What follows belongs to an exercise in optimizing a design on an open flow for small area and a short achievable clock period; a production flow would make more cautious choices.
Only simulation tests tie the RTL to the original design; equivalence was not proved.
No activity file was given, so power comes from the tool's default toggle rates.

==> flow/design.v (excerpt) <==
module layer_code #(
  parameter int ADDR_WIDTH = 6,
  parameter int UNIT_CLKS  = 2
) (
  input  logic                  clk_in,
  input  logic                  rst_n_in,
  input  logic                  wr_en_in,
  input  logic                  wr_done_in,
  input  logic [ADDR_WIDTH-1:0] wr_addr_in,
  input  logic [7:0]            wr_data_in,
  input  logic [3:0]            wr_byte_en_in,
  input  logic [7:0]            t0h_cnt_in,
  input  logic [7:0]            t0l_cnt_in,
  input  logic [7:0]            t1h_cnt_in,
  input  logic [7:0]            t1l_cnt_in,
  output logic                  ws281x_code_out
);
Size in the first run: ~1700 flip-flops, roughly 55 I/O pins, ~53000 um^2 of cells after synthesis.
export LEC_CHECK = 0
export ABC_AREA = 1
export CAP_MARGIN = 20
export CORE_MARGIN = 2
export CORE_UTILIZATION = 60
export CTS_CLUSTER_DIAMETER = 100
export CTS_CLUSTER_SIZE = 30
export SETUP_SLACK_MARGIN = 2.4
export SLEW_MARGIN = 20
create_clock -name core_clock -period 4.0 [get_ports {clk_in}]
run.sh (not shown) runs the stock make flow with config.mk's settings and CLKGATE_MAP_FILE= SYNTH_SCRIPT=/design/flow/synth_recipe.tcl, a recipe that flattens the netlist after the stock synthesis.
The first run ran to the end with no violations.
Edit:
SETUP_SLACK_MARGIN = 2.1   (was 2.4)
Result: Routed wire length is lower by about 7%. Via count is lower by about 3%. Total power is lower by 2.9%. Setup slack is worse by 0.056 ns. Cell count is lower by 1.7%. Cell area is lower by about 4%. Critical path depth is higher by 2.
Edit:
CTS_CLUSTER_DIAMETER = 90   (was 100)
CTS_CLUSTER_SIZE = 26   (was 30)
SETUP_SLACK_MARGIN = 2.6   (was 2.1)
Result: Total power came out higher by 7.2%; clock-buffer cell count came out higher by 11; design area came out higher by 13%; global-route usage came out higher by 4.4 points; sequential cell count is unchanged.
Edit:
ABC_AREA = 0   (was 1)
CTS_CLUSTER_DIAMETER = 100   (was 90)
CTS_CLUSTER_SIZE = 30   (was 26)
SETUP_SLACK_MARGIN = 2.1   (was 2.6)
=>
- clock skew barely changes
- wire length is lower by 48%
- final area is lower by 10%
- via count is lower by 23%
- final cell count is lower by 1.1%
- combinational power is lower by 56%
Edit:
ABC_AREA = 1   (was 0)
CTS_CLUSTER_DIAMETER = 90   (was 100)
CTS_CLUSTER_SIZE = 26   (was 30)
SETUP_SLACK_MARGIN = 2.25   (was 2.1)
=> The changed run ran to the end with no violations. Non-clock buffer count rose by 90. Worst setup slack is better by 0.051 ns. Die area drops by 3.5%. Area after synthesis shrinks by 3.5%. First-iteration DRC count climbs to 3.5 times its value. Total power is higher by 11%. Cell area barely changes. Count of clock-buffer cells in the layout grows by 9.

========
Setup of rev 12:
Another version of the RTL of layer_code (not shown whole).
make LEC_CHECK=0 ABC_AREA=1 CAP_MARGIN=20 CORE_MARGIN=2 CORE_UTILIZATION=40 SLEW_MARGIN=20 finish   # period 4.0 ns
For rev 13, these inputs were changed with respect to rev 12:
Settings: ABC_AREA no longer set, was 1.
[summary]
- Compared with rev 12, rev 13 shows total power that has gone up slightly.
- Measured against each other, rev 13 and rev 12 differ in final critical-path share of the clock period, the higher figure coming from rev 13.
- Comparing rev 13 and rev 12, die boundary height is lower on rev 12.
- Wire length of the first global-routing pass: rev 13 better than rev 12
- Taking rev 12 as the reference, in rev 13 gate count after technology mapping dropped 32%; row count climbed 2.9%.

========
== v31 ==
layer_code with an RTL version that a note above also has.
For scale: roughly 4700 cells after synthesis, ~1700 flip-flops, roughly 55 I/O pins, roughly 53000 um^2 of cells after synthesis.
Settings: LEC_CHECK=0, ABC_AREA=1, CAP_MARGIN=20, CORE_MARGIN=2, CORE_UTILIZATION=60, CTS_CLUSTER_DIAMETER=90, CTS_CLUSTER_SIZE=26, SETUP_SLACK_MARGIN=2.4, SLEW_MARGIN=20; clock period 4.0 ns.
For v16, these inputs were changed with respect to v31:
Settings: removing CTS_CLUSTER_DIAMETER (formerly 90); removing CTS_CLUSTER_SIZE (formerly 26); changing CORE_UTILIZATION from 60 to 40; changing SETUP_SLACK_MARGIN from 2.4 to 1.9.
Notes after the runs:
Summary: with v31 as the reference, clock-buffer cell count in v16 moved up by more than 100%.
Going from v31 to v16, final period utilization up 7.0 points, fraction of power consumed by the clock network picked up an extra 13 points.
The post-CTS setup-driven buffer insertion count of v16 is lower than that of v31.
Launch point of the critical path: code_q$_SDFFE_PP0P_ -> v31, wsel_q[1][2]$_DFF_P_ -> v16
Every run in the comparison, v31 and v16, completed the flow with a clean layout.
The higher post-route cell area came out of v16.
Between v31 and v16, the worst setup slack is higher for v31.
The area taken by flip-flops and latches on v31 is in line with that on v16.
The inputs of v9 differ from those of v16 as listed below.
Settings: setting CTS_CLUSTER_DIAMETER to 80 for the first time; changing CORE_UTILIZATION from 40 to 70; changing SETUP_SLACK_MARGIN from 1.9 to 2.1; setting CTS_CLUSTER_SIZE to 26 for the first time.
Results
[diff] power spent charging and discharging nets, v9 relative to v16: improvement. Total number of vias for v9 is higher than for v16. v9 gives more headroom to the max-slew limit than v16 did. The lower global routing usage on met2 came out of v16. v9: final cell count without fillers lower than v16. When the final numbers for v16 and v9 were put side by side, the relative area change from synthesis to final layout turned out to be smaller in v9. When the final numbers for v16 and v9 were put side by side, the y dimension of the die turned out to be greater in v16. Run comparison: v9 worst-path cell with the longest stage delay sky130_fd_sc_hd__dfxtp_1; v16 worst-path cell with the longest stage delay sky130_fd_sc_hd__nor2_1. Compared with v16, placed wire-length estimate after detailed placement in v9 decreased by a little under 10%.

what the ideal ports hide:
Ports are ideal in the flow. The routed layouts listed here were re-timed in OpenROAD.
Step 1, drivers: a clkbuf_16 drives clk_in and a buf_2 each remaining input, both assumed.
Step 2 moves the port delays by t, midway between the first and last clock arrival at a register: inputs arrive t later, outputs are due t later. That takes back most of the time a late clock gives input paths.
Slacks: ideal ports / drivers / drivers and shift; pairs: ideal ports / drivers.
run	t, ns	setup WS [ns]	hold slack, ns	slew at the worst register clock pin (ns)
the first run of note 1	0.752	2.062 / 1.988 / 1.539	0.416 / 0.416 / 0.416	0.12 / 0.12
the second run of note 1	0.742	2.006 / 2.006 / 1.449	0.411 / 0.411 / 0.411	0.12 / 0.12
the third run of note 1	0.744	2.054 / 1.979 / 1.461	0.422 / 0.422 / 0.422	0.12 / 0.12
the fourth run of note 1	0.714	1.989 / 2.015 / 1.326	0.397 / 0.397 / 0.397	0.12 / 0.12
the fifth run of note 1	0.754	2.040 / 2.006 / 1.598	0.421 / 0.421 / 0.421	0.11 / 0.11
rev 12	0.834	1.192 / 1.192 / 1.192	0.415 / 0.415 / 0.415	0.07 / 0.07
rev 13	0.837	1.111 / 1.111 / 1.111	0.425 / 0.410 / 0.425	0.06 / 0.06
v31	0.736	2.109 / 2.034 / 1.589	0.426 / 0.426 / 0.426	0.11 / 0.11
v16	0.841	1.829 / 1.829 / 1.250	0.418 / 0.418 / 0.418	0.07 / 0.07
v9	0.727	1.805 / 1.805 / 1.480	0.419 / 0.419 / 0.419	0.11 / 0.11
After both steps setup and hold are still met in every run listed. For the fourth run of note 1, which loses most, drivers alone change the setup slack by +0.026 ns; drivers and shift together by -0.663 ns.
